What follows belongs to an exercise in optimizing a design on an open flow for small area; a production flow would make more cautious choices. Function was checked by simulation only, so behaviour that the tests miss may differ from the original. Power is estimated from default activity; no workload was simulated.

== wip/umber ==
==> flow/design.v <==
package sidPkg;
  typedef enum logic [1:0] {
    modeBypass   = 2'd0,   
    modeLowpass  = 2'd1,   
    modeHighpass = 2'd2    
  } filterMode_t;
  typedef logic signed [15:0] sample_t;   
  typedef logic signed [16:0] wide_t;     
  typedef logic signed [11:0] voice_t;    
  function automatic wide_t satWide(input logic signed [17:0] x);
    if (x[17] != x[16]) begin
      satWide = x[17] ? 17'h10000 : 17'h0ffff;   
    end else begin
      satWide = x[16:0];
    end
  endfunction
endpackage
`timescale 1ns/1ps
module sidAudioPath (
  input  logic                   clk,
  input  logic                   rst,
  input  logic                   sampleValid,
  input  sidPkg::voice_t         voice0,
  input  sidPkg::voice_t         voice1,
  input  sidPkg::voice_t         voice2,
  input  logic [7:0]             env0,
  input  logic [7:0]             env1,
  input  logic [7:0]             env2,
  input  logic [3-1:0] filterRoute,
  input  sidPkg::filterMode_t    mode,
  input  logic [15:0]            coef,
  input  logic [3:0]             volume,
  output sidPkg::sample_t        audioOut,
  output logic                   audioValid
);
  logic [11:0] v0, v1, v2;
  logic [7:0]  e0, e1, e2;    
  logic [2:0]  route;
  logic signed [15:0] H;      
  logic signed [17:0] acc;    
  logic signed [15:0] lp;     
  localparam logic [2:0] PH_F = 3'd0, PH_FILT = 3'd1, PH_P = 3'd2, PH_D = 3'd3, PH_VOL = 3'd4;
  logic [2:0] ph;
  logic [2:0] sc;             
  logic [2:0] left;           
  logic       busy, accPend, cPend;
  logic [2:0] rt;             
  logic [2:0] cand;           
  logic [2:0] vOne;           
  logic       inF, isX, inFilt, isP, inD, inVol, isVoice, run;
  logic       opFirst, voiceLast, accStep, filtLast, cStep;
  logic [2:0] filtPair;
  assign rt      = (filterRoute & {3{sampleValid}}) | (route & {3{~sampleValid}});
  assign cand    = left & ((ph == PH_D) ? ~rt : rt);
  assign vOne    = {cand[2] & ~cand[1] & ~cand[0], cand[1] & ~cand[0], cand[0]};
  assign isX     = (ph == PH_F) & (cand == 3'd0);
  assign inF     = (ph == PH_F) & ~isX;
  assign inFilt  = ph == PH_FILT;
  assign isP     = ph == PH_P;
  assign inD     = ph == PH_D;
  assign inVol   = ph == PH_VOL;
  assign isVoice = inF | inD;
  assign run     = busy | sampleValid;
  assign opFirst = sc == 3'd0;
  assign voiceLast = isVoice & (sc[1:0] == 2'd3);
  assign accStep = accPend;
  assign cStep   = cPend;
  assign filtLast = inFilt & (sc == 3'd7);
  assign filtPair = sc;
  always_ff @(posedge clk) begin
    if (rst | ~run) begin
      ph   <= PH_F;
      sc   <= '0;
      left <= 3'b111;
      busy <= 1'b0;
    end else begin
      busy    <= 1'b1;
      sc      <= sc + 3'd1;
      if (voiceLast) begin
        left <= left & ~vOne;
        sc   <= '0;
        if ((cand & ~vOne) == 3'd0) ph <= inF ? PH_F : PH_VOL;
      end
      if (isX) begin
        ph <= PH_FILT;
        sc <= '0;
      end
      if (filtLast) ph <= PH_P;
      if (isP) begin
        ph <= ((left & ~route) == 3'd0) ? PH_VOL : PH_D;
        sc <= '0;
      end
      if (inVol & sc[0]) begin
        ph   <= PH_F;
        sc   <= '0;
        left <= 3'b111;
        busy <= 1'b0;
      end
    end
  end
  always_ff @(posedge clk) begin
    accPend    <= run & voiceLast;
    cPend      <= run & isP;
    audioValid <= ~rst & busy & inVol & sc[0];
  end
  logic signed [17:0] aOp, bOp, sum, res;
  logic               cin, zero, clipOn;
  logic signed [15:0] clip;
  assign zero   = rst | sampleValid;
  assign clipOn = ~accStep | inVol;
  always_comb begin
    aOp = (isP | zero) ? {{2{lp[15]}}, lp} : acc;
    bOp = '0;
    cin = 1'b0;
    if (zero | inFilt) begin
      bOp = ~{{2{lp[15]}}, lp};
      cin = 1'b1;
    end else if (accStep | isP) begin
      bOp = {{2{H[15]}}, H};
    end
  end
  rca #(18) aluAdd (.a(aOp), .b(bOp), .cin(cin), .s(sum));
  always_comb begin
    if (clipOn && !sum[17] && (sum[16] || sum[15]))      res = 18'sh07fff;
    else if (clipOn && sum[17] && !(sum[16] && sum[15])) res = -18'sh08000;
    else                                                 res = sum;
  end
  assign clip = res[15:0];
  logic [11:0]        vSel;
  logic [7:0]         eSel;
  logic signed [15:0] M;
  logic [1:0]         bits;
  logic signed [15:0] hEff;
  logic signed [17:0] mExt, row1, engSum;
  logic signed [15:0] engOut;
  logic [11:0] v0n, v1n, v2n;
  logic [7:0]  e0n, e1n, e2n;
  assign v0n = (voice0 & {12{sampleValid}}) | (v0 & {12{~sampleValid}});
  assign v1n = (voice1 & {12{sampleValid}}) | (v1 & {12{~sampleValid}});
  assign v2n = (voice2 & {12{sampleValid}}) | (v2 & {12{~sampleValid}});
  assign e0n = sampleValid ? {env0[1:0], env0[7:2]} : {e0[1:0], e0[7:2]};
  assign e1n = sampleValid ? {env1[1:0], env1[7:2]} : {e1[1:0], e1[7:2]};
  assign e2n = sampleValid ? {env2[1:0], env2[7:2]} : {e2[1:0], e2[7:2]};
  always_comb begin
    vSel = ({12{vOne[0]}} & v0n) | ({12{vOne[1]}} & v1n) | ({12{vOne[2]}} & v2n);
    eSel = ({8{vOne[0]}} & e0n) | ({8{vOne[1]}} & e1n) | ({8{vOne[2]}} & e2n);
  end
  always_comb begin
    if (inF)         bits = eSel[7:6];
    else if (inD)    bits = eSel[3:2];            
    else if (inFilt) bits = coef[2*filtPair +: 2];
    else if (inVol)  bits = sc[0] ? volume[3:2] : volume[1:0];
    else             bits = 2'b00;
  end
  assign M      = isVoice ? {vSel, 4'b0000} : clip;
  assign hEff   = opFirst ? 16'sd0 : H;
  assign mExt   = {{2{M[15]}}, M};
  rca #(18) engAdd1 (.a({{2{hEff[15]}}, hEff}), .b(bits[0] ? mExt : 18'sd0), .cin(1'b0), .s(row1));
  rca #(18) engAdd2 (.a(row1), .b(bits[1] ? {mExt[16:0], 1'b0} : 18'sd0), .cin(1'b0), .s(engSum));
  assign engOut = engSum[17:2];
  always_ff @(posedge clk) begin
    v0    <= v0n;
    v1    <= v1n;
    v2    <= v2n;
    if (sampleValid) route <= filterRoute;
    e0    <= e0n;
    e1    <= e1n;
    e2    <= e2n;
    H <= engOut;
  end
  always_ff @(posedge clk) begin
    if (sampleValid | accStep | (filtLast & (mode == 2'd2)) | (isP & (mode == 2'd1)) |
        (cStep & (mode[0] == mode[1]))) begin
      acc <= res;
    end
  end
  always_ff @(posedge clk) begin
    if (rst | isP) lp <= clip;
  end
  assign audioOut = H;
endmodule
module rca #(parameter int W = 16) (
  input  logic [W-1:0] a,
  input  logic [W-1:0] b,
  input  logic         cin,
  output logic [W-1:0] s
);
  logic [W:0] c;
  assign c[0] = cin;
  for (genvar i = 0; i < W; i++) begin : gBit
    assign s[i]   = a[i] ^ b[i] ^ c[i];
    assign c[i+1] = (a[i] & b[i]) | (a[i] & c[i]) | (b[i] & c[i]);
  end
endmodule
clock: 25.0 ns
lec_check: 0
cap_margin: 0
core_margin: 2
core_utilization: 40
cts_buf_list: sky130_fd_sc_hd__clkbuf_4
slew_margin: 0
standard.sh (not shown) runs the stock make flow with config.mk's settings and CLKGATE_MAP_FILE= SYNTH_SCRIPT=/design/flow/synth_recipe.tcl, a recipe that flattens the netlist after the stock synthesis.
==> flow/flow/run.sh <==
#!/bin/bash
# Standard ORFS layout (standard.sh) with these changes:
#  - synthesis: flow/synth.tcl, the standard flow's synthesis script without the quick ABC pass before the
#    adder extraction and with an area-oriented final ABC
#    mapping (flow/area.abc); flip-flops are mapped before that step, as in the standard one
#  - port buffers use the smallest buffer, sky130_fd_sc_hd__buf_1 (every port is still buffered)
#  - clock tree synthesis with a clkbuf_8 root, clkbuf_4 leaves and no dummy loads
# The make output goes to flow_make.log; ORFS writes each tool's log under orfs/logs/.
set -euo pipefail
here=$(pwd)
export MY_ABC_SCRIPT="$here/flow/area.abc"
export BUFFER_PORTS_ARGS="-buffer_cell sky130_fd_sc_hd__buf_1"
export DONT_USE_CELLS="sky130_fd_sc_hd__buf_4 sky130_fd_sc_hd__buf_6 sky130_fd_sc_hd__buf_8 sky130_fd_sc_hd__buf_12 sky130_fd_sc_hd__buf_16"
export CTS_ARGS="-sink_clustering_enable -repair_clock_nets -root_buf sky130_fd_sc_hd__clkbuf_8 -buf_list sky130_fd_sc_hd__clkbuf_4 -dont_use_dummy_load"
bash standard.sh SYNTH_SCRIPT="$here/flow/synth.tcl" finish > flow_make.log 2>&1
==> flow/flow/area.abc <==
strash
dch
amap -m -F 8 -A 8
strash
dch
amap -m -F 8 -A 8
topo
dnsize -c
==> flow/flow/synth.tcl <==
# The standard flow's synthesis script (synth_recipe.tcl) with two changes to the combinational mapping:
#  - the fine stage of Yosys's synth runs without its quick ABC pass (-noabc), so that
#    extract_fa still finds the ripple adders' full adders;
#  - the final ABC technology mapping, which runs after the flip-flops are mapped, uses
#    flow/area.abc (area-oriented mapping with amap) in place of ORFS's delay-oriented script.
# The registers (names and cells) are the standard synthesis's.
proc synth {args} {
  if { [lsearch -exact $args fine:] >= 0 } { lappend args -noabc }
  yosys synth -nofsm -noshare {*}$args
}
proc abc {args} {
  set i [lsearch -exact $args -script]
  if { $i >= 0 } { lset args [expr {$i + 1}] $::env(MY_ABC_SCRIPT) }
  yosys abc {*}$args
}
source $::env(SCRIPTS_DIR)/synth.tcl
# left out here: clear keep_hierarchy, flatten, clean up, hide names made inside functions, write 1_2_yosys.v
What wip/violet does differently from wip/umber at the input level:
diff --git a/flow/flow/run.sh b/flow/flow/run.sh
--- a/flow/flow/run.sh
+++ b/flow/flow/run.sh
@@ -11,5 +11,4 @@
 export MY_ABC_SCRIPT="$here/flow/area.abc"
 export BUFFER_PORTS_ARGS="-buffer_cell sky130_fd_sc_hd__buf_1"
-export DONT_USE_CELLS="sky130_fd_sc_hd__buf_4 sky130_fd_sc_hd__buf_6 sky130_fd_sc_hd__buf_8 sky130_fd_sc_hd__buf_12 sky130_fd_sc_hd__buf_16"
 export CTS_ARGS="-sink_clustering_enable -repair_clock_nets -root_buf sky130_fd_sc_hd__clkbuf_8 -buf_list sky130_fd_sc_hd__clkbuf_4 -dont_use_dummy_load"
 bash standard.sh SYNTH_SCRIPT="$here/flow/synth.tcl" finish > flow_make.log 2>&1
diff --git a/flow/config.mk b/flow/config.mk
--- a/flow/config.mk
+++ b/flow/config.mk
@@ -9,4 +9,4 @@
 export CORE_MARGIN = 2
 export CORE_UTILIZATION = 40
-export CTS_BUF_LIST = sky130_fd_sc_hd__clkbuf_4
+export GPL_TIMING_DRIVEN = 0
 export SLEW_MARGIN = 0
Notes after the runs:
| register share of the cell area | wip/umber vs wip/violet | ≈ equal |
wip/violet vs. wip/umber: total design power went down by about 1.4%.
Vias: wip/violet more than wip/umber
Comparing the two runs side by side, wip/violet comes out ahead of wip/umber on worst hold slack.
The global-route usage in wip/violet sits 0.24 points below the value recorded for wip/umber.
wip/umber → wip/violet: amount of wire on met2 after detailed routing lower, clock period minus final worst setup slack higher.
Relative to wip/violet, the following input files were edited for wip/pepper:
diff --git a/flow/config.mk b/flow/config.mk
--- a/flow/config.mk
+++ b/flow/config.mk
@@ -8,5 +8,6 @@
 export CAP_MARGIN = 0
 export CORE_MARGIN = 2
-export CORE_UTILIZATION = 40
-export GPL_TIMING_DRIVEN = 0
+export CORE_UTILIZATION = 60
+export CTS_BUF_LIST = sky130_fd_sc_hd__clkbuf_4
+export PLACE_DENSITY = 0.75
 export SLEW_MARGIN = 0
--- outcome ---
Area of all placed cells without fillers sits lower in wip/pepper than in wip/violet. Comparing wip/pepper and wip/violet, the higher met3 routed wirelength was measured on wip/violet. From wip/pepper to wip/violet, synthesized area divided by synthesized cell count did not move at all. Looking only at layout overhead on the synthesized area, and setting everything else aside, the lower value of wip/pepper and wip/violet goes to wip/pepper. Diff wip/violet -> wip/pepper: CTS clock-pin slew for the worst setup and hold paths did not really move; met1 wire length decreased 1300 um; final-layout fill cell count fell 573; clock share of power now smaller; number of nets in the finished design now larger. From wip/violet to wip/pepper the numbers moved as follows: total power picked up an extra 0.73%, final worst-path cycle share lost 4.9 points.
Input-level comparison between wip/xenon and wip/pepper:
diff --git a/flow/config.mk b/flow/config.mk
--- a/flow/config.mk
+++ b/flow/config.mk
@@ -8,6 +8,5 @@
 export CAP_MARGIN = 0
 export CORE_MARGIN = 2
-export CORE_UTILIZATION = 60
+export CORE_UTILIZATION = 40
 export CTS_BUF_LIST = sky130_fd_sc_hd__clkbuf_4
-export PLACE_DENSITY = 0.75
 export SLEW_MARGIN = 0
Results
Going from wip/pepper to wip/xenon, post-detailed-route via-to-cell ratio down 0.33; cell internal power dissipation flat; proportion of cell area occupied by multi-input gates down 0.39 points; global placer's final weighted congestion down about 3%. Comparing wip/xenon with wip/pepper, the CTS clock-pin slew for the worst setup and hold paths came out essentially unchanged.
Changes in wip/indigo relative to wip/xenon:
diff --git a/flow/flow/run.sh b/flow/flow/run.sh
--- a/flow/flow/run.sh
+++ b/flow/flow/run.sh
@@ -11,4 +11,4 @@
 export MY_ABC_SCRIPT="$here/flow/area.abc"
 export BUFFER_PORTS_ARGS="-buffer_cell sky130_fd_sc_hd__buf_1"
-export CTS_ARGS="-sink_clustering_enable -repair_clock_nets -root_buf sky130_fd_sc_hd__clkbuf_8 -buf_list sky130_fd_sc_hd__clkbuf_4 -dont_use_dummy_load"
+export CTS_ARGS="-sink_clustering_enable -repair_clock_nets -root_buf sky130_fd_sc_hd__clkbuf_8 -buf_list sky130_fd_sc_hd__clkbuf_8 -dont_use_dummy_load -sink_clustering_size 32 -sink_clustering_max_diameter 300 -sink_clustering_levels 1"
 bash standard.sh SYNTH_SCRIPT="$here/flow/synth.tcl" finish > flow_make.log 2>&1
Notes after the runs:
- From wip/xenon to wip/indigo the numbers moved as follows: final period utilization held, relative contribution of sequential cells to total power went down 1.8 points, detail-routed net length per standard cell went up 0.098 um.
- Core utilization ended up 0.69 points higher on wip/indigo than on wip/xenon.
- Compared wip/xenon against wip/indigo; fmax within noise.
- Proportion of total power due to net switching | wip/indigo below wip/xenon
- Clock period minus worst slack: wip/indigo vs wip/xenon — no meaningful difference
- From wip/indigo to wip/xenon, total count of hold-check failures in the final report did not move at all.
- From wip/xenon to wip/indigo the numbers moved as follows: power moved up; proportion of cell area occupied by multi-input gates moved down; final worst slack level.
Input-level comparison between wip/zinc and wip/indigo:
diff --git a/flow/flow/run.sh b/flow/flow/run.sh
--- a/flow/flow/run.sh
+++ b/flow/flow/run.sh
@@ -11,4 +11,4 @@
 export MY_ABC_SCRIPT="$here/flow/area.abc"
 export BUFFER_PORTS_ARGS="-buffer_cell sky130_fd_sc_hd__buf_1"
-export CTS_ARGS="-sink_clustering_enable -repair_clock_nets -root_buf sky130_fd_sc_hd__clkbuf_8 -buf_list sky130_fd_sc_hd__clkbuf_8 -dont_use_dummy_load -sink_clustering_size 32 -sink_clustering_max_diameter 300 -sink_clustering_levels 1"
+export CTS_ARGS="-repair_clock_nets -root_buf sky130_fd_sc_hd__clkbuf_8 -buf_list sky130_fd_sc_hd__clkbuf_4 -dont_use_dummy_load"
 bash standard.sh SYNTH_SCRIPT="$here/flow/synth.tcl" finish > flow_make.log 2>&1
### Flow results
Portion of the layout cell area used by clock cells, wip/indigo and wip/zinc: larger value in wip/indigo. Between wip/indigo and wip/zinc, the worst path required time does not differ in any meaningful way. The standard cells in wip/zinc occupy less silicon area than those in wip/indigo do.

afterwards: timing with drivers on the ports:
No port has a modelled driver above. Below, the same layouts with a new extraction and two added sets of constraints. Step 1 assumes that a clkbuf_16 drives the clock port and a buf_2 every other input. Step 2 moves the port delays by t, midway between the first and last clock arrival at a register: inputs arrive t later, outputs are due t later. That takes back most of the time a late clock gives input paths. Slacks: ideal / step 1 / step 2; pairs: ideal / step 1.
run | t (ns) | setup WS [ns] | worst setup path at the end | clock arrival spread, ns | worst register clock-pin slew, ns
wip/umber | 0.434 | 2.323 / 2.336 / 1.902 | input to register | 0.045 / 0.046 | 0.12 / 0.12
wip/violet | 0.441 | 0.945 / 0.963 / 0.522 | input to register | 0.040 / 0.040 | 0.11 / 0.11
wip/pepper | 0.424 | 2.173 / 2.183 / 1.759 | input to register | 0.037 / 0.037 | 0.11 / 0.11
wip/xenon | 0.434 | 2.323 / 2.336 / 1.902 | input to register | 0.045 / 0.046 | 0.12 / 0.12
wip/indigo | 0.457 | 2.321 / 2.334 / 1.877 | input to register | 0.029 / 0.029 | 0.08 / 0.08
wip/zinc | 0.434 | 2.323 / 2.336 / 1.902 | input to register | 0.045 / 0.046 | 0.12 / 0.12
After both steps every run listed still meets setup and hold. The setup slack of wip/indigo, which loses most, moves by +0.013 ns with the drivers and by -0.444 ns with both steps.
